Source: an optimization exercise on an open RTL-to-GDS flow (aim: small area, a short achievable clock period and few clock cycles per item). Production flows keep margins and buffers that such runs may drop.
Only simulation tests tie the RTL to the original design; equivalence was not proved.

`design/flow/config.mk`:
```
export PLATFORM = sky130hd
export DESIGN_NAME = md_unit
export DESIGN_NICKNAME = md_unit
export VERILOG_FILES = /design/flow/design.v
export SDC_FILE = /design/flow/constraint.sdc
export NUM_CORES = 4
export LEC_CHECK = 0
export ABC_AREA = 1
export CAP_MARGIN = 20
export CORE_MARGIN = 2
export CORE_UTILIZATION = 40
export SLEW_MARGIN = 20
```
`design/flow/constraint.sdc`:
```
create_clock -name core_clock -period 130.0 [get_ports {clk}]
set_input_delay 26.0000 -clock core_clock [delete_from_list [all_inputs] [get_ports {clk}]]
set_output_delay 26.0000 -clock core_clock [all_outputs]
set_load 0.01 [all_outputs]
```
`design/flow/design.v`:
```
package mdu_pkg;
  localparam int CNT_W = 4;
  localparam int MULT_CYCLES_DEF = 5;
  localparam int DIV_CYCLES_DEF = 10;
  localparam logic [3:0] MD_NOP   = 4'd0;
  localparam logic [3:0] MD_MULT  = 4'd1;
  localparam logic [3:0] MD_MULTU = 4'd2;
  localparam logic [3:0] MD_DIV   = 4'd3;
  localparam logic [3:0] MD_DIVU  = 4'd4;
  localparam logic [3:0] MD_MTHI  = 4'd5;
  localparam logic [3:0] MD_MTLO  = 4'd6;
  localparam logic [3:0] MD_MADD  = 4'd7;
  localparam logic [3:0] MD_MADDU = 4'd8;
  localparam logic [3:0] MD_MSUB  = 4'd9;
  localparam logic [3:0] MD_MSUBU = 4'd10;
endpackage
  function automatic logic is_madd_op(input logic [3:0] op);
    is_madd_op = 1'b0;
  endfunction
  function automatic logic is_mul_op(input logic [3:0] op);
    is_mul_op = op == mdu_pkg::MD_MULT || op == mdu_pkg::MD_MULTU || is_madd_op(op);
  endfunction
  function automatic logic is_div_op(input logic [3:0] op);
    is_div_op = op == mdu_pkg::MD_DIV || op == mdu_pkg::MD_DIVU;
  endfunction
  function automatic logic is_signed_op(input logic [3:0] op);
    is_signed_op = op == mdu_pkg::MD_MULT || op == mdu_pkg::MD_DIV ||
                   op == mdu_pkg::MD_MADD || op == mdu_pkg::MD_MSUB;
  endfunction
module md_row (
  input  logic [32:0] a,
  input  logic [34:0] b,
  input  logic        cin,
  input  logic        div,
  input  logic        msel,
  output logic [34:0] o,
  output logic        sel
);
  logic [34:0] s;
  assign s = {a[32], a[32], a} + b + {34'd0, cin};
  assign sel = div ? ~s[34] : msel;
  assign o = sel ? s : {a[32], a[32], a};
endmodule
module md_lzc (
  input  logic [31:0] v,
  output logic [5:0]  n
);
  logic [15:0] z1;  logic [15:0] c1;
  logic [7:0]  z2;  logic [15:0] c2;
  logic [3:0]  z3;  logic [11:0] c3;
  logic [1:0]  z4;  logic [7:0]  c4;
  logic        z5;  logic [4:0]  c5;
  for (genvar g = 0; g < 16; g++) begin : g_l1
    assign z1[g] = ~v[2*g+1] & ~v[2*g];
    assign c1[g] = ~v[2*g+1];
  end
  for (genvar g = 0; g < 8; g++) begin : g_l2
    assign z2[g] = z1[2*g+1] & z1[2*g];
    assign c2[2*g+1:2*g] = z1[2*g+1] ? {1'b1, c1[2*g]} : {1'b0, c1[2*g+1]};
  end
  for (genvar g = 0; g < 4; g++) begin : g_l3
    assign z3[g] = z2[2*g+1] & z2[2*g];
    assign c3[3*g+2:3*g] = z2[2*g+1] ? {1'b1, c2[4*g+1:4*g]} : {1'b0, c2[4*g+3:4*g+2]};
  end
  for (genvar g = 0; g < 2; g++) begin : g_l4
    assign z4[g] = z3[2*g+1] & z3[2*g];
    assign c4[4*g+3:4*g] = z3[2*g+1] ? {1'b1, c3[6*g+2:6*g]} : {1'b0, c3[6*g+5:6*g+3]};
  end
  assign z5 = z4[1] & z4[0];
  assign c5 = z4[1] ? {1'b1, c4[3:0]} : {1'b0, c4[7:4]};
  assign n = z5 ? 6'd32 : {1'b0, c5};
endmodule
module md_cneg (
  input  logic [31:0] v,
  input  logic        s,
  output logic [31:0] o
);
  logic [31:0] p [0:5];    
  assign p[0] = v;
  for (genvar l = 0; l < 5; l++) begin : g_l
    for (genvar i = 0; i < 32; i++) begin : g_b
      if (i >= 2 ** l) begin : g_or
        assign p[l+1][i] = p[l][i] | p[l][i-2**l];
      end else begin : g_cp
        assign p[l+1][i] = p[l][i];
      end
    end
  end
  assign o = v ^ ({p[5][30:0], 1'b0} & {32{s}});
endmodule
module md_unit (
  input  logic        clk,
  input  logic        reset_n,
  input  logic        start,
  input  logic [3:0]  op,
  input  logic [31:0] a,
  input  logic [31:0] b,
  output logic        busy,
  output logic [31:0] hi,
  output logic [31:0] lo
);
  function automatic logic is_madd_op(input logic [3:0] op);
    is_madd_op = 1'b0;
  endfunction
  function automatic logic is_mul_op(input logic [3:0] op);
    is_mul_op = op == mdu_pkg::MD_MULT || op == mdu_pkg::MD_MULTU || is_madd_op(op);
  endfunction
  function automatic logic is_div_op(input logic [3:0] op);
    is_div_op = op == mdu_pkg::MD_DIV || op == mdu_pkg::MD_DIVU;
  endfunction
  function automatic logic is_signed_op(input logic [3:0] op);
    is_signed_op = op == mdu_pkg::MD_MULT || op == mdu_pkg::MD_DIV ||
                   op == mdu_pkg::MD_MADD || op == mdu_pkg::MD_MSUB;
  endfunction
  localparam int K = 4;             
  localparam int NC = 32 / K;       
  localparam int NM = 16 / K;       
  localparam logic [1:0] S_MUL = 2'd0, S_DIV = 2'd1, S_MC = 2'd3;
  logic [1:0]  st;
  logic        first;
  logic [3:0]  cnt;
  logic [32:0] x;       
  logic [31:0] areg;    
  logic        hx;
  logic        bprev;
  logic        sg;
  logic        mcorr;
  logic        dcin;
  logic        qneg, rneg;
  logic        sgn_in;
  assign sgn_in = is_signed_op(op);
  logic        is_div, dfirst;
  assign is_div = st == S_DIV;
  assign dfirst = is_div && first;
  logic [31:0] cn_a;
  md_cneg u_cna (.v(areg), .s(na), .o(cn_a));
  logic        na, nd, dz;
  logic [31:0] n_abs;
  logic [5:0]  lzn, lzd;
  logic [6:0]  steps;         
  logic        q0;
  logic [3:0]  dcyc;          
  logic [63:0] al_d;
  assign na = sg & areg[31];
  assign nd = x[32];
  assign dz = x[31:0] == 32'd0;
  assign n_abs = cn_a;
  logic [5:0] lzn_raw;
  md_lzc u_lzn (.v(areg ^ {32{na}}), .n(lzn_raw));
  assign lzn = lzn_raw - {5'd0, na};
  md_lzc u_lzd (.v(x[31:0] ^ {32{nd}}), .n(lzd));
  assign steps = {1'b0, lzd} - {1'b0, lzn} + 7'd1;
  assign q0 = steps[6] || steps == 7'd0;
  assign dcyc = (steps > 7'd32) ? 4'(NC) :
                (steps <= 7'(K) && (na | nd)) ? 4'd2 : 4'((steps + 7'(K - 1)) / K);
  logic [2:0] dsh;       
  assign dsh = 3'(4'(NC) - dcyc);
  logic [31:0] rot1, rot2, rot3, dmask;
  assign rot1 = dsh[0] ? {n_abs[27:0], n_abs[31:28]} : n_abs;
  assign rot2 = dsh[1] ? {rot1[23:0], rot1[31:24]} : rot1;
  assign rot3 = dsh[2] ? {rot2[15:0], rot2[31:16]} : rot2;
  assign dmask = ~(32'hFFFF_FFFF << {dsh, 2'b00});
  assign al_d = {rot3 & dmask, rot3 & ~dmask};
  logic [31:0] lo_e;      
  logic [32:0] bsrc;
  logic [32:0] ra [0:K];
  logic [34:0] ro [0:K-1];
  logic [K-1:0] rsel;
  logic        rcin;
  assign lo_e = dfirst ? al_d[31:0] : lo;
  assign bsrc = x ^ {33{dfirst & ~nd}};
  assign rcin = dfirst ? ~nd : dcin;
  assign ra[0] = dfirst ? {al_d[63:32], al_d[31]} : (is_div ? {hi, lo[31]} : {hx, hi});
  for (genvar i = 0; i < K; i++) begin : g_row
    logic b2, b1, b0;
    logic neg, two, nz;
    logic [34:0] rb;
    assign b2 = lo[2*i+1];
    assign b1 = lo[2*i];
    if (i == 0) begin : g_p0
      assign b0 = bprev;
    end else begin : g_pi
      assign b0 = lo[2*i-1];
    end
    always_comb begin
      if (is_div) begin
        neg = 1'b0; two = 1'b0; nz = 1'b0;
      end else if (st == S_MC) begin
        neg = 1'b0; two = 1'b0; nz = (i == 0);
      end else begin
        neg = b2 & ~(b1 & b0);
        two = (b2 & ~b1 & ~b0) | (~b2 & b1 & b0);
        nz  = ~((b2 & b1 & b0) | (~b2 & ~b1 & ~b0));
      end
    end
    assign rb = (two ? {bsrc[32], bsrc, 1'b0} : {bsrc[32], bsrc[32], bsrc}) ^ {35{neg}};
    md_row u_row (
      .a(ra[i]), .b(rb), .cin(is_div ? rcin : neg), .div(is_div), .msel(nz), .o(ro[i]),
      .sel(rsel[i])
    );
    if (i < K - 1) begin : g_next
      assign ra[i+1] = is_div ? {ro[i][31:0], lo_e[30-i]} : ro[i][34:2];
    end else begin : g_end
      assign ra[i+1] = is_div ? {1'b0, ro[i][31:0]} : ro[i][34:2];
    end
  end
  logic [K-1:0]   qbits;
  logic [2*K-1:0] pbits;
  for (genvar i = 0; i < K; i++) begin : g_bits
    assign qbits[K-1-i] = rsel[i];
    assign pbits[2*i+1:2*i] = ro[i][1:0];
  end
  logic [32:0] acc_o;
  logic [31:0] lo_mul, lo_div, rem_o, quo_o;
  logic        dlast;
  assign acc_o  = ra[K];
  assign lo_mul = {pbits, lo[31:2*K]};
  assign lo_div = {lo_e[31-K:0], qbits};
  assign dlast = !first && cnt == 4'(NC - 1);
  md_cneg u_cnr (.v(ra[K][31:0]), .s(dlast & rneg), .o(rem_o));
  md_cneg u_cnq (.v(lo_div), .s(dlast & qneg), .o(quo_o));
  logic [31:0] mrest_mask, mrest;
  logic        mdone;
  logic [63:0] al_m;
  assign mrest_mask = 32'hFFFF_FFFF >> (6'((cnt + 4'd1) * 2 * K));
  assign mrest = lo_mul & mrest_mask;
  assign mdone = lo[2*K-1] ? (mrest == mrest_mask) : (mrest == 32'd0);
  logic [1:0]  msh;       
  logic [95:0] um, ums;
  assign msh = mdone ? 2'd3 - cnt[1:0] : 2'd0;
  assign um = {{31{acc_o[32]}}, acc_o, lo_mul};
  assign ums = um >> {msh, 3'b000};
  assign al_m = ums[63:0];
  logic acc_go;
  assign acc_go = start && !busy;
  always_ff @(posedge clk) begin
    areg <= a;
  end
  always_ff @(posedge clk) begin
    if (acc_go) begin
      if (is_mul_op(op)) begin
        x     <= {sgn_in & a[31], a};
        mcorr <= !sgn_in & b[31];
        hx    <= 1'b0;
        bprev <= 1'b0;
      end else if (is_div_op(op)) begin
        x     <= {sgn_in & b[31], b};
        sg    <= sgn_in;
      end
    end else if (busy) begin
      if (dfirst) begin
        x     <= bsrc;
        dcin  <= ~nd;
        qneg  <= na ^ nd;
        rneg  <= na;
      end else if (st == S_MUL) begin
        hx    <= acc_o[32];
        bprev <= lo[2*K-1];
      end
    end
  end
  always_ff @(posedge clk or negedge reset_n) begin
    if (!reset_n) begin
      hi    <= '0;
      lo    <= '0;
      busy  <= 1'b0;
      st    <= S_MUL;
      first <= 1'b0;
      cnt   <= 4'd0;
    end else if (!busy) begin
      if (start) begin
        if (is_mul_op(op)) begin
          hi   <= '0;
          lo   <= b;
          busy <= 1'b1;
          st   <= S_MUL;
          cnt  <= 4'd0;
        end else if (is_div_op(op)) begin
          busy  <= 1'b1;
          st    <= S_DIV;
          first <= 1'b1;
        end else if (op == mdu_pkg::MD_MTHI) begin
          hi <= a;
        end else if (op == mdu_pkg::MD_MTLO) begin
          lo <= a;
        end
      end
    end else begin
      case (st)
        S_MUL: begin
          cnt <= cnt + 4'd1;
          {hi, lo} <= al_m;
          if (mdone) begin
            if (mcorr) st <= S_MC;
            else busy <= 1'b0;
          end
        end
        S_MC: begin
          hi   <= ro[0][31:0];
          st   <= S_MUL;
          busy <= 1'b0;
        end
        S_DIV: begin
          first <= 1'b0;
          if (dfirst && dz) begin
            busy <= 1'b0;
          end else if (dfirst && q0) begin
            hi   <= areg;
            lo   <= '0;
            busy <= 1'b0;
          end else begin
            hi  <= rem_o;
            lo  <= quo_o;
            cnt <= dfirst ? 4'(NC + 1) - dcyc : cnt + 4'd1;
            if (dfirst ? dcyc == 4'd1 : cnt == 4'(NC - 1)) busy <= 1'b0;
          end
        end
        default: ;
      endcase
    end
  end
endmodule
```
`design/flow/flow/run.sh`:
```
#!/bin/bash
set -uo pipefail
bash standard.sh "BUFFER_PORTS_ARGS=-buffer_cell sky130_fd_sc_hd__buf_4" SETUP_SLACK_MARGIN=103.2 finish > standard.log 2>&1
```
`design/flow/standard.sh`:
```
#!/bin/bash
# synth_recipe.tcl (not shown) runs the flow's synth.tcl, then flattens the netlist and writes it again
# the make line also repeats each setting of config.mk as NAME=value (left out here)
make -C /OpenROAD-flow-scripts/flow DESIGN_CONFIG=/design/flow/config.mk WORK_HOME=/design/flow/orfs CLKGATE_MAP_FILE= SYNTH_SCRIPT=/design/flow/synth_recipe.tcl "${@:-finish}"
```
==> results of run 1 <==
-- worst max-delay path, stage by stage --
cell and delay, ns:
buf_6 0.08, clkinvlp_4 0.15, buf_12 0.18, o21ai_2 0.12, inv_2 0.08, nor3_4 0.26, buf_12 0.24, clkinv_8 0.12
a221oi_2 0.18, a22oi_1 0.10
-- kinds of logic after synthesis --
logic type / share of synthesized area, %
compound gates: 18.8
xor+xnor: 8.67
fa+ha+maj: 6.84
buf+inv: 10.4
flops: 11.8
simple gates: 43.5
-- what timing repair did --
item                       CTS  global route
setup endpoints to repair  208           207
resized for setup          292            86
pin swaps                   65            56
buffers inserted            85            33
gates cloned                22             3
-- state kept, by name, summed over array words and instances, names as in the netlist --
name and cells:
hx 1, dcin 1, first 1, mcorr 1, x 33, hi 32
lo 32, busy 1, bprev 1, rneg 1, qneg 1, cnt 4
sg 1, areg 32, st 2
-- layout make-up --
type,count,area [um2]
Fill cell,8431,39800
Multi-Input combinational cell,4609,25100
Sequential cell,144,3710
Timing Repair Buffer,336,3370
Inverter,540,2120
Tap cell,1030,1290
Clock buffer,18,429
Timing Repair inverter,10,181
Clock inverter,14,129
Antenna cell,5,12.5
-- cell usage in the layout (no fill, tap or decap), types with 19 or more instances in the layout --
| cell | netlist | final |
|---|---|---|
| nand2_1 | 1714 | 1666 |
| nand3_1 | 770 | 759 |
| inv_1 | 523 | 509 |
| nor2_1 | 421 | 395 |
| o21ai_0 | 381 | 377 |
| a21oi_1 | 294 | 270 |
| xor2_1 | 241 | 241 |
| buf_4 | 20 | 210 |
| ha_1 | 154 | 154 |
| buf_6 | 9 | 91 |
| xnor2_1 | 64 | 64 |
| dfrtp_2 | 0 | 50 |
| nand4_1 | 44 | 44 |
| nand2_2 | 12 | 44 |
| edfxtp_1 | 40 | 40 |
| o21ai_1 | 37 | 37 |
| nor3_1 | 37 | 35 |
| and2_1 | 35 | 35 |
| o211ai_1 | 35 | 35 |
| or2_2 | 34 | 32 |
| dfxtp_1 | 32 | 32 |
| a31oi_1 | 28 | 27 |
| nor2_4 | 3 | 25 |
| nor4_1 | 24 | 24 |
| a221oi_2 | 0 | 22 |
| dfrtp_1 | 72 | 22 |
| nand3_2 | 11 | 21 |
| o21bai_1 | 20 | 20 |
| a21o_1 | 19 | 19 |
| nand2_4 | 5 | 19 |
-- layer usage --
| layer | wire (um) | track usage (%) | part of all wire (%) |
|---|---|---|---|
| met1 | 76600 | 61.9 | 39 |
| met3 | 27800 | 17.5 | 14 |
| met5 | 229 | 1.59 | 0.12 |
| met2 | 74700 | 66.0 | 38 |
| met4 | 15400 | 29.4 | 7.9 |
-- per-stage QoR --
| step | hold slack (ns) |
|---|---|
| 2_1_floorplan | 0.497 |
| 3_3_place_gp | 0.540 |
| 3_5_place_dp | 0.542 |
| 4_1_cts | 0.559 |
| 5_1_grt | 0.576 |
| 6_report | 0.550 |
-- worst max path at each step --
stage	from	to	slack (ns)	depth (start not counted)
after detailed placement	start	bprev$_SDFFCE_PP0P_	101.17	8
after floorplan	op[2]	hi[2]$_DFFE_PN0P_	102.74	12
after global routing	op[2]	hi[2]$_DFFE_PN0P_	102.76	16
after global placement	start	bprev$_SDFFCE_PP0P_	101.19	8
final	start	lo[31]$_DFFE_PN0P_	102.80	10
after CTS	lo[4]$_DFFE_PN0P_	lo[4]	102.85	1
==> flow_summary.json, run 1 <==
{
  "crit_fanout": 7,
  "period_share_pct": 20.9,
  "route.detailed.drc": 0,
  "r2r_start": "areg[31]$_DFF_P_",
  "fin_crit_ns": 27.20,
  "hold_depth": 2,
  "yosys_warnings": 6,
  "io_buffers": 135,
  "ys_seq_elements": 144,
  "crit_arrival_ns": 27.54,
  "maxCapViolations": 0,
  "hp-class": "reg2reg",
  "start_util_pct": 40.5,
  "die_area_mm2": 0.0793,
  "finalSetupViolCount": 0,
  "skew_ns": 0.0195,
  "fp.dieW_um": 282,
  "path_class": "in2reg",
  "dp_cells": 6526,
  "worst_ep_required_time_ns": 130.34,
  "cts-root-buf": "clkbuf_16",
  "layout-drive-gt1-share_pct": 12.6,
  "finalWirelength_um": 195000,
  "r2r_end": "lo[11]$_DFFE_PN0P_",
  "ys_seq_area_share_pct": 11.8,
  "cts_hold_buf": 0,
  "dpl_worst_slack_ns": 101.17,
  "syn_area_mm2": 0.0308,
  "holdCritStartpoint": "cnt[2]$_DFFE_PN0P_",
  "tritoncts": "done",
  "synth-async-reset-ratio_pct": 50.0,
  "track_usage_pct": 47.6,
  "syn2layout_area_growth_pct": 17.8,
  "tns_ns": 0,
  "start_kind": "input port",
  "synth_common_cells": "nand2_1 (1714), nand3_1 (770), inv_1 (523)",
  "vias": 41600,
  "min_to": "cnt[2]$_DFFE_PN0P_",
  "place_congestion": 1.07,
  "io_pins": 136,
  "synth_edf_count": 40,
  "worst_setup_path_end_kind": "flip-flop",
  "fin_nets": 5892,
  "grt_first_pass_wirelength_um": 270000,
  "fmax_ghz": 0.0368,
  "fin_cells": 6706,
  "tightest_slew_ns": 1.21,
  "synth_area_leaders": "nand2_1 (21%), nand3_1 (13%), xor2_1 (6.9%)",
  "yosysTopAreaCell": "nand2_1",
  "drt-vias-per-instance": 6.21,
  "cts.path.max_buffers": 2,
  "insertion_delay_ns": 0.48,
  "ys.flop_type": "dfrtp_1",
  "antenna_found_initial": 13,
  "ant_nets": 0,
  "row_count": 101,
  "fp.coreArea_mm2": 0.0761,
  "setup_ws_ns": 102.80,
  "synthCells": 5538,
  "place_hpwl_um": 150000,
  "relSlewSlack_pct": 18.1,
  "cts_max_level": 4,
  "r2r_slack_ns": 104.27,
  "hold_viol_final": 0,
  "slew_viol_final": 0,
  "cts.sinks": 144,
  "die_h_um": 282,
  "rsz0062_at_grt": "yes",
  "post_dp_cell_area_mm2": 0.0329,
  "route.detailed.wl_per_inst_um": 29.0,
  "grt_pass1_vias": 36600,
  "path_clk_slew_ns": 0.08,
  "numCtsBuffers": 17,
  "final_util_pct": 47.7,
  "synth.avg_cell_area_um2": 5.56,
  "status": "complete, no violations",
  "firstDrtPassIters": 8,
  "globalRouteOverflowTotal": 0,
  "synth_most_common_cell": "nand2_1",
  "r2r_cells": 112,
  "yosysTopAreaCellShare_pct": 20.9,
  "synth_fp_nets": 5772,
  "postLayoutCellArea_mm2": 0.0363,
  "dr.first_iter.drc_count": 6670,
  "grt_max_degree": 139,
  "synthDistinctLibCells": 65
}
Testbench counts, summed over its fixed seeds: cycles 278,486, ops 80,000.
==> run 2: changes to the inputs <==
--- a/design/flow/design.v
+++ b/design/flow/design.v
@@ -36,8 +36,32 @@
   output logic [34:0] o,
   output logic        sel
 );
-  logic [34:0] s;
-  assign s = {a[32], a[32], a} + b + {34'd0, cin};
+  localparam int W = 35;
+  logic [W-1:0] aa, p0, g, p, c;
+  logic [W-1:0] s;
+  always_comb begin
+    aa = {a[32], a[32], a};
+    p0 = aa ^ b;
+    g = aa & b;
+    g[0] = g[0] | (p0[0] & cin);
+    p = p0;
+    g = g | (p & (g << 1) & 35'h2AAAAAAAA);
+    p = p & ((p << 1) | ~35'h2AAAAAAAA);
+    g = g | (p & (g << 2) & 35'h088888888);
+    p = p & ((p << 2) | ~35'h088888888);
+    g = g | (p & (g << 4) & 35'h080808080);
+    p = p & ((p << 4) | ~35'h080808080);
+    g = g | (p & (g << 8) & 35'h080008000);
+    p = p & ((p << 8) | ~35'h080008000);
+    g = g | (p & (g << 16) & 35'h080000000);
+    p = p & ((p << 16) | ~35'h080000000);
+    g = g | (p & (g << 8) & 35'h000800000);
+    g = g | (p & (g << 4) & 35'h008080800);
+    g = g | (p & (g << 2) & 35'h222222220);
+    g = g | (p & (g << 1) & 35'h555555554);
+    c = {g[W-2:0], cin};
+    s = p0 ^ c;
+  end
   assign sel = div ? ~s[34] : msel;
   assign o = sel ? s : {a[32], a[32], a};
 endmodule
@@ -75,18 +99,14 @@
   input  logic        s,
   output logic [31:0] o
 );
-  logic [31:0] p [0:5];    
-  assign p[0] = v;
-  for (genvar l = 0; l < 5; l++) begin : g_l
-    for (genvar i = 0; i < 32; i++) begin : g_b
-      if (i >= 2 ** l) begin : g_or
-        assign p[l+1][i] = p[l][i] | p[l][i-2**l];
-      end else begin : g_cp
-        assign p[l+1][i] = p[l][i];
-      end
+  logic [31:0] p;          
+  always_comb begin
+    p = v;
+    for (int l = 0; l < 5; l++) begin
+      p = p | (p << (2 ** l));
     end
   end
-  assign o = v ^ ({p[5][30:0], 1'b0} & {32{s}});
+  assign o = v ^ ({p[30:0], 1'b0} & {32{s}});
 endmodule
 module md_unit (
   input  logic        clk,
==> design/flow/flow/run.sh (replaced) <==
#!/bin/bash
set -uo pipefail
bash standard.sh "BUFFER_PORTS_ARGS=-buffer_cell sky130_fd_sc_hd__buf_4" SETUP_SLACK_MARGIN=102.5 finish > standard.log 2>&1
--- a/design/flow/config.mk
+++ b/design/flow/config.mk
@@ -10,3 +10,4 @@
 export CORE_MARGIN = 2
 export CORE_UTILIZATION = 40
 export SLEW_MARGIN = 20
+export TNS_END_PERCENT = 5
==> run 2 against run 1 <==
Register-to-register slack improved by 0.69 ns. Critical path depth shrank 2. Sequential share of layout area up 1.2 points. Highest routed layer unchanged.
==> flow_summary.json, run 2 <==
{
  "status": "complete, no violations",
  "mostFrequentLayoutCells": "nand2_1 (1423), nand3_1 (713), inv_1 (518)",
  "ant_nets": 0,
  "crit_path_max_incr_delay_ns": 0.36,
  "place_congestion": 1.06,
  "regArea_mm2": 0.00364,
  "nFillCells": 8121,
  "row_count": 99,
  "skew_ns": 0.0150,
  "hold_ws_ns": 0.564,
  "finalWirelength_um": 164000,
  "period_share_pct": 21.2,
  "synth_edf_count": 40,
  "yosys.area_share.adder_pct": 11.3,
  "place_hpwl_um": 132000,
  "synth_top_family_by_area": "simple AND/OR/NAND/NOR gates",
  "synth_area_leaders": "nand2_1 (18%), nand3_1 (12%), inv_1 (6.6%)",
  "cts.path.max_buffers": 2,
  "grt_pass1_vias": 32000,
  "relSlewSlack_pct": 22.0,
  "fp.dieW_um": 276,
  "io_pins": 136,
  "cts_max_level": 4,
  "postLayoutCellArea_mm2": 0.0319,
  "die_area_mm2": 0.0760,
  "cts-root-buf": "clkbuf_16",
  "synth_most_common_cell": "nand2_1",
  "fp.coreArea_mm2": 0.0730,
  "dr.first_iter.drc_count": 5166,
  "synth_fp_nets": 5296,
  "synth_common_cells": "nand2_1 (1426), nand3_1 (713), inv_1 (520)",
  "numCtsBuffers": 17,
  "globalRouteOverflowTotal": 0,
  "fin_nets": 5263,
  "yosys_warnings": 6,
  "n_antenna_cell": 0,
  "io_buffers": 135,
  "slew_viol_final": 0,
  "die_h_um": 276,
  "post_dp_cell_area_mm2": 0.0311,
  "worst_setup_path_end_kind": "flip-flop",
  "synth-simple-area-share_pct": 40.2,
  "antenna_found_initial": 6,
  "layout-drive-gt1-share_pct": 8.57,
  "hp-class": "reg2reg",
  "fmax_ghz": 0.0363,
  "synth_compound_area_share_pct": 17.0,
  "muxShareOfSynthArea_pct": 0.0339,
  "final_common_cell": "nand2_1",
  "regMostFlops": "x",
  "path_cells": "buf_4 -> inv_1 -> nor2_2 -> buf_4 -> clkinv_2 -> nor2_1 -> inv_1 -> o21ai_0",
  "grt_first_pass_wirelength_um": 231000,
  "insertion_delay_ns": 0.47,
  "path_class": "in2reg",
  "dpl_worst_slack_ns": 101.25,
  "setup_ws_ns": 102.43,
  "cp_num_buf_inv": 5,
  "synth-xor-area-share_pct": 7.98,
  "tightest_slew_ns": 1.17,
  "grt_max_degree": 158,
  "ys_seq_area_share_pct": 12.3,
  "yosysTopAreaCellShare_pct": 18.1,
  "hold_viol_final": 0,
  "tns_ns": 0,
  "crit_arrival_ns": 27.71,
  "start_util_pct": 40.5,
  "worst_ep_required_time_ns": 130.14,
  "cts_hold_buf": 0,
  "largest_reg_flops": 33,
  "syn_area_mm2": 0.0295,
  "syn2layout_area_growth_pct": 8.06,
  "track_usage_pct": 42.3,
  "synthDistinctLibCells": 68,
  "maxCapViolations": 0,
  "synth-async-reset-ratio_pct": 50.0,
  "crit_path_top_delay_cell": "clkinv_2",
  "critPathTopFamily": "buffers and inverters",
  "fin_crit_ns": 27.57,
  "finalSetupViolCount": 0,
  "firstDrtPassIters": 6,
  "ys_seq_elements": 144,
  "crit_fanout": 22,
  "yosysTopAreaCell": "nand2_1",
  "synth.avg_cell_area_um2": 5.90,
  "route.detailed.wl_per_inst_um": 27.6,
  "synthCells": 5003,
  "route.detailed.drc": 0,
  "vias": 36000,
  "cts.sinks": 144,
  "drt-vias-per-instance": 6.06,
  "ys.flop_type": "dfrtp_1",
  "multiInputGateArea_mm2": 0.0227,
  "tritoncts": "done",
  "start_kind": "input port",
  "path_clk_slew_ns": 0.07,
  "rsz0062_at_grt": "yes"
}
## run 2: layout make-up
cell class	count	area share, %
Inverter	548	6.51
Clock inverter	9	0.330
Tap cell	959	3.76
Multi-Input combinational cell	4054	71.2
Timing Repair inverter	2	0.0471
Clock buffer	23	1.67
Sequential cell	144	11.4
Timing Repair Buffer	203	5.02
## run 2: through the flow
| stage | instances | util (%) |
|---|---|---|
| after CTS | 5939 | 43.6 |
| after detailed placement | 5900 | 42.6 |
| final | 5942 | 43.7 |
| after global placement | 5899 | 42.6 |
| after global routing | 5942 | 43.7 |
| after floorplan | 5003 | - |
## run 2: per-layer routing
| layer | part of all wire [%] | up-vias | global-route usage, % | routed length (um) |
|---|---|---|---|---|
| li1 | - | 16500 | - | - |
| met1 | 41 | 16900 | 58.7 | 67800 |
| met2 | 40 | 2290 | 60.0 | 66100 |
| met3 | 12 | 383 | 9.88 | 19500 |
| met4 | 6.6 | 4 | 23.3 | 10800 |
| met5 | 0.012 | - | 0 | 19 |
## run 2: worst reg2reg max path, delay by kind of cell, from the launching register on
kind	cells	cell delay, ns
fa+ha+maj	11	3.39
simple gates	72	12.14
compound gates	15	3.08
flops	1	0.42
buf+inv	21	5.83
xor+xnor	1	0.15
## run 2: final timing paths
check / start / to / slack [ns] / cells past startpoint
setup / recovery: start / bprev$_SDFFCE_PP0P_ / 102.43 / 8
hold / removal: mcorr$_DFFE_PP_ / busy$_DFF_PN0_ / 0.56 / 2
setup reg to reg: sg$_DFFE_PP_ / hi[31]$_DFFE_PN0P_ / 104.96 / 120
hold reg to reg: mcorr$_DFFE_PP_ / busy$_DFF_PN0_ / 0.56 / 2
max in group asynchronous: reset_n / busy$_DFF_PN0_ / 103.39 / 2
min in group asynchronous: reset_n / lo[26]$_DFFE_PN0P_ / 25.36 / 1
## run 2: repair_timing
item                       CTS  global route
setup endpoints to repair  103            95
gates cloned                 2             0
buffers inserted             5             3
resized for setup           11             4
## run 2: logic make-up after synthesis
logic type	count (synthesis)
multiplexers	1
AO/OA/AOI/OAI	853
AND/OR/NAND/NOR	2710
buffers and inverters	805
adder cells (fa/ha/maj)	222
XOR/XNOR	268
flip-flops	144
Testbench counts of run 2, summed over its fixed seeds: cycles 278,486, ops 80,000.
==> run 3: changes to the inputs <==
--- a/design/flow/config.mk
+++ b/design/flow/config.mk
@@ -10,4 +10,3 @@
 export CORE_MARGIN = 2
 export CORE_UTILIZATION = 40
 export SLEW_MARGIN = 20
-export TNS_END_PERCENT = 5
==> run 3 against run 2 <==
Non-clock buffer count increased by 2. Critical path depth increased by 2. Routed wire length about the same. Maximum frequency increased by 0.57%. Worst setup slack improved by 0.16 ns. Global-route usage about the same. Worst hold slack improved by 0.0035 ns. Area after synthesis unchanged. Final area increased by 0.19%. Synthesized cell count unchanged. Register-to-register slack about the same. Count of clock-buffer cells in the layout unchanged. Largest cell class unchanged.
==> flow_summary.json, run 3 <==
{
  "mostFrequentLayoutCells": "nand2_1 (1423), nand3_1 (713), inv_1 (517)",
  "route.detailed.drc": 0,
  "track_usage_pct": 42.3,
  "numCtsBuffers": 17,
  "wl_met3_um": 19900,
  "synth.avg_cell_area_um2": 5.90,
  "crit_path_max_incr_delay_ns": 0.39,
  "insertion_delay_ns": 0.47,
  "syn_area_mm2": 0.0295,
  "ys.flop_type": "dfrtp_1",
  "yosysTopAreaCellShare_pct": 18.1,
  "largest_reg_flops": 33,
  "die_area_mm2": 0.0760,
  "cts_max_level": 4,
  "synth-async-reset-ratio_pct": 50.0,
  "start_util_pct": 40.5,
  "antenna_found_initial": 8,
  "highest_layer": "met5",
  "io_pins": 136,
  "row_count": 99,
  "syn2layout_area_growth_pct": 8.26,
  "crit_fanout": 64,
  "synthCells": 5003,
  "crit_arrival_ns": 27.76,
  "tritoncts": "done",
  "dr.first_iter.drc_count": 5625,
  "place_congestion": 1.06,
  "critPathTopFamily": "compound AO/OA/AOI/OAI gates",
  "grt_first_pass_wirelength_um": 232000,
  "dp_cells": 5900,
  "worst_ep_required_time_ns": 130.35,
  "dpl_worst_slack_ns": 101.25,
  "m1WireLength_um": 67100,
  "maxCapViolations": 0,
  "relSlewSlack_pct": 20.6,
  "yosysTopAreaCell": "nand2_1",
  "finalSetupViolCount": 0,
  "skew_ns": 0.0164,
  "synth_edf_count": 40,
  "layout-drive-gt1-share_pct": 8.69,
  "status": "complete, no violations",
  "die_h_um": 276,
  "firstDrtPassIters": 9,
  "ant_nets": 0,
  "cp_num_buf_inv": 3,
  "place_hpwl_um": 132000,
  "fmax_ghz": 0.0365,
  "period_share_pct": 21.1,
  "post_dp_cell_area_mm2": 0.0311,
  "final_common_cell": "nand2_1",
  "regMostFlops": "x",
  "synth_common_cells": "nand2_1 (1426), nand3_1 (713), inv_1 (520)",
  "cts-root-buf": "clkbuf_16",
  "grt_max_degree": 158,
  "path_cells": "buf_4 -> nor2_1 -> inv_1 -> nor2_1 -> nand2_1 -> nand2_4 -> o2111ai_4 -> buf_8 -> a221oi_1 -> a21boi_1",
  "path_class": "in2reg",
  "nFillCells": 8114,
  "io_buffers": 135,
  "fp.dieW_um": 276,
  "routed-wl-met2_um": 66500,
  "fin_cells": 5945,
  "synth_area_leaders": "nand2_1 (18%), nand3_1 (12%), inv_1 (6.6%)",
  "vias": 36300,
  "cpMostUsedCell": "nor2_1",
  "setup_ws_ns": 102.59,
  "crit_path_top_delay_cell": "a221oi_1",
  "yosys_warnings": 6,
  "tns_ns": 0,
  "synthDistinctLibCells": 68,
  "postLayoutCellArea_mm2": 0.0320,
  "fin_crit_ns": 27.41,
  "route.detailed.wl_per_inst_um": 27.6,
  "tightest_slew_ns": 1.19,
  "ys_seq_elements": 144,
  "cts.path.max_buffers": 2,
  "ys_seq_area_share_pct": 12.3,
  "cts.sinks": 144,
  "fp.coreArea_mm2": 0.0730,
  "path_clk_slew_ns": 0.08,
  "fin_nets": 5265,
  "start_kind": "input port",
  "synth_most_common_cell": "nand2_1",
  "worst_setup_path_end_kind": "flip-flop",
  "rsz0062_at_grt": "no",
  "hp-class": "reg2reg",
  "synth_fp_nets": 5296,
  "final_util_pct": 43.8,
  "globalRouteOverflowTotal": 0,
  "finalWirelength_um": 164000,
  "hold_viol_final": 0,
  "drt-vias-per-instance": 6.10,
  "grt_pass1_vias": 32000,
  "slew_viol_final": 0
}
-- run 3: final timing paths --
path / depth (start not counted) / endpoint / startpoint / slack (ns)
setup / recovery: 10 / lo[30]$_DFFE_PN0P_ / op[3] / 102.59
hold / removal: 2 / busy$_DFF_PN0_ / mcorr$_DFFE_PP_ / 0.57
setup reg to reg: 119 / hi[31]$_DFFE_PN0P_ / sg$_DFFE_PP_ / 104.96
hold reg to reg: 2 / busy$_DFF_PN0_ / mcorr$_DFFE_PP_ / 0.57
max in group asynchronous: 2 / busy$_DFF_PN0_ / reset_n / 103.39
min in group asynchronous: 1 / lo[26]$_DFFE_PN0P_ / reset_n / 25.36
-- run 3: stage by stage --
stage	hold WS (ns)
6_report	0.568
5_1_grt	0.609
4_1_cts	0.561
3_5_place_dp	0.519
3_3_place_gp	0.538
2_1_floorplan	0.474
-- run 3: kinds of logic after synthesis --
family	share of synthesized area (%)
simple gates	40.2
xor+xnor	7.98
fa+ha+maj	11.3
compound gates	17.0
flops	12.3
buf+inv	11.1
mux	0.0339
-- run 3: area by class of cell --
cell class / instances / area [um2] / area share [%]
multi-input combinational: 4054 / 22700 / 71.2
sequential: 144 / 3640 / 11.4
inverter: 548 / 2080 / 6.52
timing repair buffer: 205 / 1630 / 5.10
tap: 959 / 1200 / 3.76
clock buffer: 23 / 532 / 1.66
clock inverter: 9 / 105 / 0.329
timing repair inverter: 2 / 15.0 / 0.0470
antenna: 1 / 2.50 / 0.00783
-- run 3: repair_timing --
action                     in CTS  in global routing
cloned                          2                  0
setup endpoints to repair     103                 72
hold endpoints to repair        0                  0
buffers inserted                5                  5
hold buffers                    0                  0
resized for setup              14                 12
-- run 3: per-layer routing --
layer / GRT usage [%] / vias to the layer above
li1: - / 16500
met1: 58.5 / 17000
met2: 60.4 / 2334
met3: 10.2 / 405
met4: 22.4 / 8
met5: 0 / -
-- run 3: worst reg2reg max path: cells and delay by family (launching register included) --
kind                     cells  cell delay [ns]
adder cells (fa/ha/maj)     11             3.43
AND/OR/NAND/NOR             72            12.28
XOR/XNOR                     1             0.15
AO/OA/AOI/OAI               14             2.91
buffers and inverters       21             5.76
flip-flops                   1             0.46
==> run 4: changes to the inputs <==
==> design/flow/flow/run.sh (replaced) <==
#!/bin/bash
set -uo pipefail
bash standard.sh "BUFFER_PORTS_ARGS=-buffer_cell sky130_fd_sc_hd__buf_1" SETUP_SLACK_MARGIN=102.5 finish > standard.log 2>&1
==> run 4 against run 3 <==
Still clean. Register-to-register slack worse by 0.36 ns. Non-clock buffer count up 2. Worst setup slack improved by 0.022 ns. Critical path depth fell by 1. Synthesized cell count did not move. First-iteration DRC count increased by 1.3%. Count of clock-buffer cells in the layout shrank 2. Final area shrank 1.9%. Die area did not move. Largest cell class unchanged.
==> flow_summary.json, run 4 <==
{
  "fp.coreArea_mm2": 0.0730,
  "synthDistinctLibCells": 68,
  "hp-class": "reg2reg",
  "place_hpwl_um": 129000,
  "ys_seq_elements": 144,
  "tritoncts": "done",
  "insertion_delay_ns": 0.47,
  "yosys_warnings": 6,
  "hold_viol_final": 0,
  "cts.path.max_buffers": 2,
  "globalRouteOverflowTotal": 0,
  "vias": 36100,
  "dpl_worst_slack_ns": 101.20,
  "yosysTopAreaCell": "nand2_1",
  "firstDrtPassIters": 8,
  "ant_nets": 0,
  "setup.worst_path.start": "start",
  "synth_most_common_cell": "nand2_1",
  "period_share_pct": 21.1,
  "cts_hold_buf": 0,
  "synth.avg_cell_area_um2": 5.90,
  "regArea_mm2": 0.00364,
  "syn_area_mm2": 0.0295,
  "fin_nets": 5268,
  "maxCapViolations": 0,
  "regMostFlops": "x",
  "crit_path_max_incr_delay_ns": 0.24,
  "r2r_start": "sg$_DFFE_PP_",
  "path_class": "in2reg",
  "status": "complete, no violations",
  "fin_crit_ns": 27.39,
  "tns_ns": 0,
  "grt_first_pass_wirelength_um": 227000,
  "place_congestion": 1.07,
  "rsz0062_at_grt": "no",
  "mostFrequentLayoutCells": "nand2_1 (1422), nand3_1 (713), inv_1 (517)",
  "synth_edf_count": 40,
  "fmax_ghz": 0.0365,
  "worst_setup_path_end_kind": "flip-flop",
  "layout-drive-gt1-share_pct": 5.89,
  "syn2layout_area_growth_pct": 6.22,
  "synth_fp_nets": 5296,
  "crit_path_top_delay_cell": "clkinvlp_4",
  "grt_pass1_vias": 31700,
  "fp.dieW_um": 276,
  "die_area_mm2": 0.0760,
  "worst_ep_required_time_ns": 130.13,
  "synth_area_leaders": "nand2_1 (18%), nand3_1 (12%), inv_1 (6.6%)",
  "finalWirelength_um": 161000,
  "crit_end": "bprev$_SDFFCE_PP0P_",
  "crit_fanout": 22,
  "post_dp_cell_area_mm2": 0.0305,
  "path_cells": "buf_1 -> inv_1 -> nor2_2 -> buf_8 -> inv_8 -> nor2_2 -> buf_6 -> clkinvlp_4 -> o21ai_0",
  "postLayoutCellArea_mm2": 0.0313,
  "setup_ws_ns": 102.61,
  "track_usage_pct": 41.4,
  "io_buffers": 135,
  "route.detailed.drc": 0,
  "largest_reg_flops": 33,
  "r2r_cells": 118,
  "path_clk_slew_ns": 0.07,
  "slew_viol_final": 0,
  "tightest_slew_ns": 1.21,
  "ys.flop_type": "dfrtp_1",
  "yosysTopAreaCellShare_pct": 18.1,
  "io_pins": 136,
  "cpMostUsedCell": "nor2_2",
  "hold_ws_ns": 0.574,
  "crit_arrival_ns": 27.52,
  "synthCells": 5003,
  "multiInputGateArea_mm2": 0.0227,
  "nFillCells": 8113,
  "cts.sinks": 144,
  "finalSetupViolCount": 0,
  "route.detailed.wl_per_inst_um": 27.1,
  "synth-async-reset-ratio_pct": 50.0,
  "dr.first_iter.drc_count": 5697,
  "skew_ns": 0.0146,
  "drt-vias-per-instance": 6.06,
  "final_common_cell": "nand2_1",
  "die_h_um": 276,
  "antenna_found_initial": 9,
  "start_util_pct": 40.5,
  "cts_max_level": 4,
  "cts-root-buf": "clkbuf_16",
  "relSlewSlack_pct": 18.7,
  "start_kind": "input port",
  "synth_common_cells": "nand2_1 (1426), nand3_1 (713), inv_1 (520)",
  "numCtsBuffers": 17,
  "r2r_slack_ns": 104.60,
  "ys_seq_area_share_pct": 12.3,
  "r2r_end": "lo[31]$_DFFE_PN0P_",
  "row_count": 99,
  "grt_max_degree": 146
}
run 4: cell types whose count changed in the layout (fill, tap and decap cells not counted), sizes merged:
cell	previous run	this run
buf	205	206
bufinv	1	2
clkbuf	23	22
clkinvlp	5	7
diode	1	3
run 4: area by class of cell:
type                            count  area share (%)
Clock buffer                       21            1.47
Timing Repair Buffer              207            3.51
Timing Repair inverter              3          0.0639
Inverter                          548            6.65
Sequential cell                   144            11.6
Tap cell                          959            3.83
Multi-Input combinational cell   4054            72.4
Antenna cell                        3          0.0239
Clock inverter                     11           0.403
run 4: what timing repair did:
action                                  in CTS  in global routing
pin swaps                                    0                  1
gates resized for setup                     16                 10
endpoints found under the setup margin      82                 92
setup buffers                                7                  5
cloned                                       2                  2
run 4: stage by stage:
step / std cells / util (%)
6_report: 5950 / 43.0
5_1_grt: 5948 / 43.0
4_1_cts: 5940 / 42.8
3_5_place_dp: 5899 / 41.9
3_3_place_gp: 5899 / 41.9
2_1_floorplan: 5003 / -
run 4: per-layer routing:
metal | global-route usage, % | share of wire, %
met5 | 0 | 0.027
met4 | 22.5 | 6.6
met3 | 10.7 | 13
met2 | 58.2 | 40
met1 | 57.4 | 41
run 4: logic make-up (layout without fill, tap and decap cells):
logic type                 after synthesis  after routing  share of synthesized area (%)
AOI/OAI and AO/OA                      853            853                           17.0
and+or+nand+nor                       2710           2710                           40.2
buffers and inverters                  805            790                           11.1
muxes                                    1              1                         0.0339
adders and majority gates              222            222                           11.3
other                                    0              3                              0
xor gates and xnor gates               268            268                           7.98
DFF                                    144            144                           12.3
run 4: critical path: cells and delay by family:
family	cells	cell delay [ns]
and+or+nand+nor	2	0.33
AOI/OAI and AO/OA	1	0.22
buffers and inverters	6	0.91
run 4: worst min-delay path by stage:
stage                                from        endpoint  slack [ns]  depth (start not counted)
after floorplan           mcorr$_DFFE_PP_  busy$_DFF_PN0_        0.47                          2
after global placement     dcin$_DFFE_PP_  dcin$_DFFE_PP_        0.54                          2
after detailed placement   dcin$_DFFE_PP_  dcin$_DFFE_PP_        0.54                          2
after CTS                  dcin$_DFFE_PP_  dcin$_DFFE_PP_        0.57                          2
after global routing      mcorr$_DFFE_PP_  busy$_DFF_PN0_        0.63                          2
final                      dcin$_DFFE_PP_  dcin$_DFFE_PP_        0.57                          2
==> run 5: changes to the inputs <==
--- a/design/flow/design.v
+++ b/design/flow/design.v
@@ -108,6 +108,20 @@
   end
   assign o = v ^ ({p[30:0], 1'b0} & {32{s}});
 endmodule
+module md_cneg_r (
+  input  logic [31:0] v,
+  input  logic        s,
+  output logic [31:0] o
+);
+  logic [31:0] p;          
+  always_comb begin
+    p[0] = 1'b0;
+    for (int i = 1; i < 32; i++) begin
+      p[i] = p[i-1] | (s & v[i-1]);
+    end
+  end
+  assign o = v ^ p;
+endmodule
 module md_unit (
   input  logic        clk,
   input  logic        reset_n,
@@ -237,8 +251,8 @@
   assign lo_mul = {pbits, lo[31:2*K]};
   assign lo_div = {lo_e[31-K:0], qbits};
   assign dlast = !first && cnt == 4'(NC - 1);
-  md_cneg u_cnr (.v(ra[K][31:0]), .s(dlast & rneg), .o(rem_o));
-  md_cneg u_cnq (.v(lo_div), .s(dlast & qneg), .o(quo_o));
+  md_cneg_r u_cnr (.v(ra[K][31:0]), .s(dlast & rneg), .o(rem_o));
+  md_cneg_r u_cnq (.v(lo_div), .s(dlast & qneg), .o(quo_o));
   logic [31:0] mrest_mask, mrest;
   logic        mdone;
   logic [63:0] al_m;
==> design/flow/flow/run.sh (replaced) <==
#!/bin/bash
set -uo pipefail
bash standard.sh "BUFFER_PORTS_ARGS=-buffer_cell sky130_fd_sc_hd__buf_4" SETUP_SLACK_MARGIN=102.5 finish > standard.log 2>&1
==> run 5 against run 4 <==
Final cell count decreased by 11%. Global-route usage increased by 1.7 points. Clock skew increased by 0.0020 ns. Synthesized cell count decreased by 12%. Count of clock-buffer cells in the layout increased by 1. Final area decreased by 4.9%. Critical path depth decreased by 8. Critical endpoint is now lo[0]. Still clean. Via count decreased by 9.6%. Maximum frequency decreased by 0.23%.
==> flow_summary.json, run 5 <==
{
  "place_congestion": 1.09,
  "grt_pass1_vias": 29300,
  "yosys.area_share.adder_pct": 12.2,
  "tns_ns": 0,
  "synth-simple-area-share_pct": 31.2,
  "synth_most_common_cell": "nand2_1",
  "dpl_worst_slack_ns": 100.92,
  "grt_first_pass_wirelength_um": 218000,
  "period_share_pct": 21.1,
  "regMostFlops": "x",
  "hp-class": "reg2reg",
  "synth_common_cells": "nand2_1 (1085), inv_1 (481), o21ai_0 (469)",
  "worst_setup_path_end_kind": "primary output",
  "fin_nets": 4720,
  "synth.avg_cell_area_um2": 6.19,
  "finalSetupViolCount": 0,
  "nFillCells": 7354,
  "ys.flop_type": "dfrtp_1",
  "tightest_slew_ns": 1.18,
  "cts.sinks": 144,
  "insertion_delay_ns": 0.46,
  "synthDistinctLibCells": 73,
  "setup_ws_ns": 102.55,
  "cts_max_level": 4,
  "ys_seq_elements": 144,
  "rsz0062_at_grt": "no",
  "crit_fanout": 7,
  "largest_reg_flops": 33,
  "synth_top_family_by_area": "simple AND/OR/NAND/NOR gates",
  "slew_viol_final": 0,
  "row_count": 95,
  "maxCapViolations": 0,
  "synth_fp_nets": 4721,
  "synth-async-reset-ratio_pct": 50.0,
  "synth_area_leaders": "nand2_1 (15%), o21ai_0 (8.6%), xor2_1 (7.5%)",
  "vias": 32600,
  "critPathTopFamily": "flip-flops",
  "grt_max_degree": 78,
  "die_area_mm2": 0.0706,
  "ant_nets": 0,
  "cts-root-buf": "clkbuf_16",
  "synth-xor-area-share_pct": 9.21,
  "hold_viol_final": 0,
  "cts.path.max_buffers": 2,
  "track_usage_pct": 43.1,
  "synth_edf_count": 40,
  "syn2layout_area_growth_pct": 8.87,
  "start_util_pct": 40.6,
  "muxShareOfSynthArea_pct": 0.110,
  "die_h_um": 266,
  "crit_path_max_incr_delay_ns": 0.77,
  "mostFrequentLayoutCells": "nand2_1 (1082), inv_1 (476), o21ai_0 (466)",
  "fin_crit_ns": 27.45,
  "synth_compound_area_share_pct": 22.9,
  "route.detailed.drc": 0,
  "worst_ep_required_time_ns": 104.00,
  "route.detailed.wl_per_inst_um": 29.3,
  "place_hpwl_um": 126000,
  "fp.coreArea_mm2": 0.0675,
  "fmax_ghz": 0.0364,
  "numCtsBuffers": 17,
  "dr.first_iter.drc_count": 4568,
  "io_pins": 136,
  "path_class": "reg2out",
  "skew_ns": 0.0166,
  "cts_hold_buf": 0,
  "globalRouteOverflowTotal": 0,
  "crit_arrival_ns": 1.45,
  "fp.dieW_um": 266,
  "finalWirelength_um": 156000,
  "firstDrtPassIters": 9,
  "status": "complete, no violations",
  "path_clk_slew_ns": 0.06,
  "io_buffers": 135,
  "path_cells": "buf_4",
  "drt-vias-per-instance": 6.13,
  "yosysTopAreaCell": "nand2_1",
  "start_kind": "flip-flop",
  "tritoncts": "done",
  "relSlewSlack_pct": 20.9,
  "yosys_warnings": 7,
  "crit_path_top_delay_cell": "dfrtp_1",
  "ys_seq_area_share_pct": 13.3,
  "cp_num_buf_inv": 1,
  "synthCells": 4427,
  "final_common_cell": "nand2_1",
  "layout-drive-gt1-share_pct": 9.89,
  "antenna_found_initial": 14,
  "syn_area_mm2": 0.0274,
  "yosysTopAreaCellShare_pct": 14.9
}
==> run 5: changes by cell type in the layout (fill, tap and decap cells not counted), sizes merged, moves of 18 or more <==
cell	previous run	this run
a211oi	10	40
o21ai	355	533
a21boi	26	8
o22ai	21	66
a21oi	225	188
nand2	1453	1102
or2	70	52
a31oi	26	44
inv	544	498
xor2	212	235
nor2	328	305
nand3	734	355
o221ai	13	32
==> run 5: path summary, 6_finish.rpt <==
check	startpoint	end	slack (ns)	cells after the start
min in group asynchronous	reset_n	cnt[0]$_DFFE_PN0P_	25.44	1
hold / removal	cnt[3]$_DFFE_PN0P_	cnt[3]$_DFFE_PN0P_	0.55	2
hold reg to reg	cnt[3]$_DFFE_PN0P_	cnt[3]$_DFFE_PN0P_	0.55	2
setup / recovery	lo[0]$_DFFE_PN0P_	lo[0]	102.55	1
setup reg to reg	sg$_DFFE_PP_	hi[6]$_DFFE_PN0P_	103.97	121
max in group asynchronous	reset_n	hi[28]$_DFFE_PN0P_	103.37	2
==> run 5: cells by family after synthesis <==
family          after synthesis
fa+ha+maj                   223
flops                       144
compound gates             1074
buf+inv                     760
mux                           3
simple gates               1935
xor+xnor                    288
==> run 5: metrics by stage <==
stage	area (um2)	util (%)	hold WS, ns	std cells
detailed placement	29000	43.0	0.532	5258
floorplan	27400	-	0.473	4427
CTS	29700	44.0	0.551	5307
finish	29800	44.2	0.550	5320
global placement	29000	43.0	0.534	5258
global route	29800	44.1	0.586	5312
==> run 5: repair_timing <==
item | 4_1_cts | 5_1_grt
pin swaps | 3 | 1
resized for setup | 14 | 7
cloned | 5 | 2
setup endpoints to repair | 93 | 88
setup buffers | 12 | 3
==> run 5: final cells by class <==
cell class                      count  area (um2)  share of cell area, %
Antenna cell                        8        20.0                 0.0671
Clock buffer                       22         444                   1.49
Clock inverter                     10        80.1                  0.269
Inverter                          513        1960                   6.56
Multi-Input combinational cell   3524       20900                   70.0
Sequential cell                   144        3640                   12.2
Tap cell                          873        1090                   3.66
Timing Repair Buffer              220        1680                   5.65
Timing Repair inverter              6        38.8                  0.130
==> run 5: layer usage <==
metal | wire length (um) | vias up | global-route usage [%] | part of all wire, %
met5 | 8 | - | 0 | 0.0051
met2 | 62800 | 2031 | 61.4 | 40
met3 | 19400 | 425 | 11.5 | 12
met1 | 62600 | 15300 | 57.7 | 40
met4 | 11200 | 2 | 26.7 | 7.2
li1 | - | 14800 | - | -
==> run 5: worst min-delay path, cell delays in order (launching register included) <==
cell and delay, ns:
dfrtp_1 0.39, nand2_1 0.07, nand2_1 0.06
Testbench counts of run 5, summed over its fixed seeds: cycles 278,486, ops 80,000.
==> run 6: changes to the inputs <==
--- a/design/flow/design.v
+++ b/design/flow/design.v
@@ -102,9 +102,15 @@
   logic [31:0] p;          
   always_comb begin
     p = v;
-    for (int l = 0; l < 5; l++) begin
-      p = p | (p << (2 ** l));
-    end
+    p = p | ((p << 1) & 32'hAAAAAAAA);
+    p = p | ((p << 2) & 32'h88888888);
+    p = p | ((p << 4) & 32'h80808080);
+    p = p | ((p << 8) & 32'h80008000);
+    p = p | ((p << 16) & 32'h80000000);
+    p = p | ((p << 8) & 32'h00800000);
+    p = p | ((p << 4) & 32'h08080800);
+    p = p | ((p << 2) & 32'h22222220);
+    p = p | ((p << 1) & 32'h55555554);
   end
   assign o = v ^ ({p[30:0], 1'b0} & {32{s}});
 endmodule
==> design/flow/flow/run.sh (replaced) <==
#!/bin/bash
set -uo pipefail
bash standard.sh "BUFFER_PORTS_ARGS=-buffer_cell sky130_fd_sc_hd__buf_1" SETUP_SLACK_MARGIN=102.5 finish > standard.log 2>&1
==> run 6 against run 5 <==
Still clean on timing, DRC and antenna. Non-clock buffer count shrank 17. Worst hold slack gained 0.019 ns. Highest routed layer unchanged.
==> flow_summary.json, run 6 <==
{
  "antenna_found_initial": 18,
  "yosys_warnings": 7,
  "setup.worst_path.start": "busy$_DFF_PN0_",
  "syn2layout_area_growth_pct": 7.45,
  "finalWirelength_um": 147000,
  "mostFrequentLayoutCells": "nand2_1 (1133), o21ai_0 (475), inv_1 (436)",
  "place_hpwl_um": 118000,
  "die_h_um": 264,
  "synth_top_family_by_area": "simple AND/OR/NAND/NOR gates",
  "relSlewSlack_pct": 14.4,
  "die_area_mm2": 0.0699,
  "io_pins": 136,
  "period_share_pct": 21.1,
  "synth_fp_nets": 4660,
  "cp_num_buf_inv": 1,
  "synth.avg_cell_area_um2": 6.21,
  "regArea_mm2": 0.00365,
  "synth_common_cells": "nand2_1 (1135), o21ai_0 (481), inv_1 (441)",
  "synth-async-reset-ratio_pct": 50.0,
  "cts-root-buf": "clkbuf_16",
  "final_common_cell": "nand2_1",
  "fin_cells": 5241,
  "synthDistinctLibCells": 74,
  "crit_path_top_delay_cell": "dfrtp_4",
  "route.detailed.drc": 0,
  "critPathTopFamily": "flip-flops",
  "worst_setup_path_end_kind": "primary output",
  "dp_cells": 5185,
  "firstDrtPassIters": 7,
  "cts_max_level": 4,
  "synth-xor-area-share_pct": 9.57,
  "rsz0062_at_grt": "yes",
  "start_util_pct": 40.4,
  "ys.flop_type": "dfrtp_1",
  "path_cells": "buf_1",
  "crit_arrival_ns": 1.47,
  "layout-drive-gt1-share_pct": 6.85,
  "synthCells": 4366,
  "vias": 31900,
  "status": "complete, no violations",
  "postLayoutCellArea_mm2": 0.0291,
  "nFillCells": 7323,
  "slew_viol_final": 0,
  "grt_first_pass_wirelength_um": 204000,
  "multiInputGateArea_mm2": 0.0208,
  "synth_area_leaders": "nand2_1 (16%), o21ai_0 (8.9%), xor2_1 (8.0%)",
  "synth_compound_area_share_pct": 22.4,
  "fp.dieW_um": 264,
  "cts_hold_buf": 0,
  "ys_seq_elements": 144,
  "tightest_slew_ns": 1.27,
  "place_congestion": 1.07,
  "hold_viol_final": 0,
  "path_class": "reg2out",
  "syn_area_mm2": 0.0271,
  "fin_crit_ns": 27.47,
  "grt_max_degree": 140,
  "largest_reg_flops": 33,
  "r2r_start": "sg$_DFFE_PP_",
  "cts.path.max_buffers": 2,
  "synth-simple-area-share_pct": 31.5,
  "start_kind": "flip-flop",
  "yosys.area_share.adder_pct": 12.3,
  "drt-vias-per-instance": 6.09,
  "fp.coreArea_mm2": 0.0672,
  "insertion_delay_ns": 0.48,
  "finalSetupViolCount": 0,
  "grt_pass1_vias": 28200,
  "regMostFlops": "x",
  "track_usage_pct": 40.7,
  "worst_ep_required_time_ns": 104.00,
  "ant_nets": 0,
  "row_count": 95,
  "hp-class": "reg2reg",
  "crit_path_max_incr_delay_ns": 0.75,
  "ys_seq_area_share_pct": 13.4,
  "post_dp_cell_area_mm2": 0.0281,
  "numCtsBuffers": 17,
  "fmax_ghz": 0.0364,
  "muxShareOfSynthArea_pct": 0.259,
  "globalRouteOverflowTotal": 0,
  "io_buffers": 135,
  "cts.sinks": 144,
  "path_clk_slew_ns": 0.07,
  "holdCritStartpoint": "dcin$_DFFE_PP_",
  "yosysTopAreaCellShare_pct": 15.7,
  "synth_most_common_cell": "nand2_1",
  "skew_ns": 0.0131,
  "synth_edf_count": 40,
  "crit_fanout": 35,
  "maxCapViolations": 0,
  "tns_ns": 0,
  "route.detailed.wl_per_inst_um": 28.0,
  "fin_nets": 4643,
  "dr.first_iter.drc_count": 4403,
  "tritoncts": "done",
  "yosysTopAreaCell": "nand2_1"
}
==> run 6: changes by cell type after synthesis, moves of 13 or more <==
cell / delta
xor2_1: +13
a221oi_1: +18
inv_1: -40
nand2_1: +50
nand3_1: -42
a211oi_1: -16
o21ai_1: +20
buf_2: +13
a21oi_1: -17
o22ai_1: -21
==> run 6: routing by layer <==
layer  wire (um)  global-route usage, %
met1       58700                   54.6
met2       58200                   57.8
met3       19500                   12.3
met4       10000                   22.6
met5         236                      0
==> run 6: timing repair <==
item | 4_1_cts | 5_1_grt
gates resized for setup | 23 | 13
setup buffers | 7 | 4
pin swaps | 3 | 1
setup endpoints to repair | 105 | 63
cloned | 3 | 3
==> run 6: final cells by class <==
| cell class | instances | share of cell area [%] |
|---|---|---|
| inverter | 476 | 6.26 |
| clock inverter | 13 | 0.602 |
| antenna | 6 | 0.0516 |
| clock buffer | 19 | 1.56 |
| multi-input combinational | 3504 | 71.3 |
| timing repair buffer | 203 | 3.91 |
| timing repair inverter | 3 | 0.0773 |
| tap | 873 | 3.75 |
| sequential | 144 | 12.5 |
==> run 6: worst paths after layout <==
path | end | slack, ns | depth (start not counted)
setup / recovery | busy | 102.53 | 1
hold / removal | dcin$_DFFE_PP_ | 0.57 | 2
setup reg to reg | hi[3]$_DFFE_PN0P_ | 103.78 | 115
hold reg to reg | dcin$_DFFE_PP_ | 0.57 | 2
max in group asynchronous | busy$_DFF_PN0_ | 103.33 | 2
min in group asynchronous | lo[30]$_DFFE_PN0P_ | 25.50 | 1
==> run 6: cell families (layout without fill, tap and decap cells) <==
family,Yosys count,in the layout
flops,144,144
mux,7,7
xor+xnor,296,296
fa+ha+maj,223,223
compound gates,1044,1044
simple gates,1933,1934
other cells,0,6
buf+inv,719,714
==> run 6: per-stage QoR <==
step	setup WS [ns]	hold slack [ns]	util (%)
after detailed placement	100.76	0.552	41.9
after global placement	100.74	0.549	41.9
final	102.53	0.569	43.4
after global routing	102.49	0.604	43.3
after CTS	102.54	0.567	43.1
after floorplan	102.52	0.473	-
Testbench counts of run 6, summed over its fixed seeds: cycles 278,486, ops 80,000.

-- afterwards: timing with drivers on the ports --
The flow's constraints put no driver on any port. The routed layouts listed below were extracted and timed again, unchanged, in two steps. Step 1, drivers: a clkbuf_16 drives clk and a buf_2 each remaining input, both assumed. Step 2 times the ports against the registers' clock, not the clock port: input delays grow and output delays shrink by t, the midpoint of the rising clock arrivals with the driver on. Slacks: ideal ports / drivers / drivers and shift; pairs: ideal ports / drivers.
| run | t, ns | setup WS [ns] | worst hold slack (ns) | clock arrival spread, ns | slew at the worst register clock pin (ns) |
|---|---|---|---|---|---|
| run 1 | 0.514 | 102.803 / 102.780 / 102.294 | 0.550 / 0.550 / 0.550 | 0.019 / 0.019 | 0.08 / 0.08 |
| run 2 | 0.534 | 102.431 / 102.469 / 101.935 | 0.564 / 0.564 / 0.564 | 0.015 / 0.015 | 0.08 / 0.08 |
| run 3 | 0.538 | 102.588 / 102.549 / 102.100 | 0.568 / 0.568 / 0.568 | 0.016 / 0.017 | 0.08 / 0.08 |
| run 4 | 0.536 | 102.610 / 102.567 / 102.121 | 0.574 / 0.574 / 0.574 | 0.014 / 0.015 | 0.07 / 0.07 |
| run 5 | 0.506 | 102.546 / 102.490 / 102.070 | 0.550 / 0.550 / 0.550 | 0.017 / 0.017 | 0.07 / 0.07 |
| run 6 | 0.544 | 102.534 / 102.468 / 102.074 | 0.569 / 0.569 / 0.569 | 0.014 / 0.014 | 0.08 / 0.08 |
After both steps setup and hold are still met in every run listed. The setup slack of run 1, which loses most, moves by -0.023 ns with the drivers and by -0.509 ns with both steps.
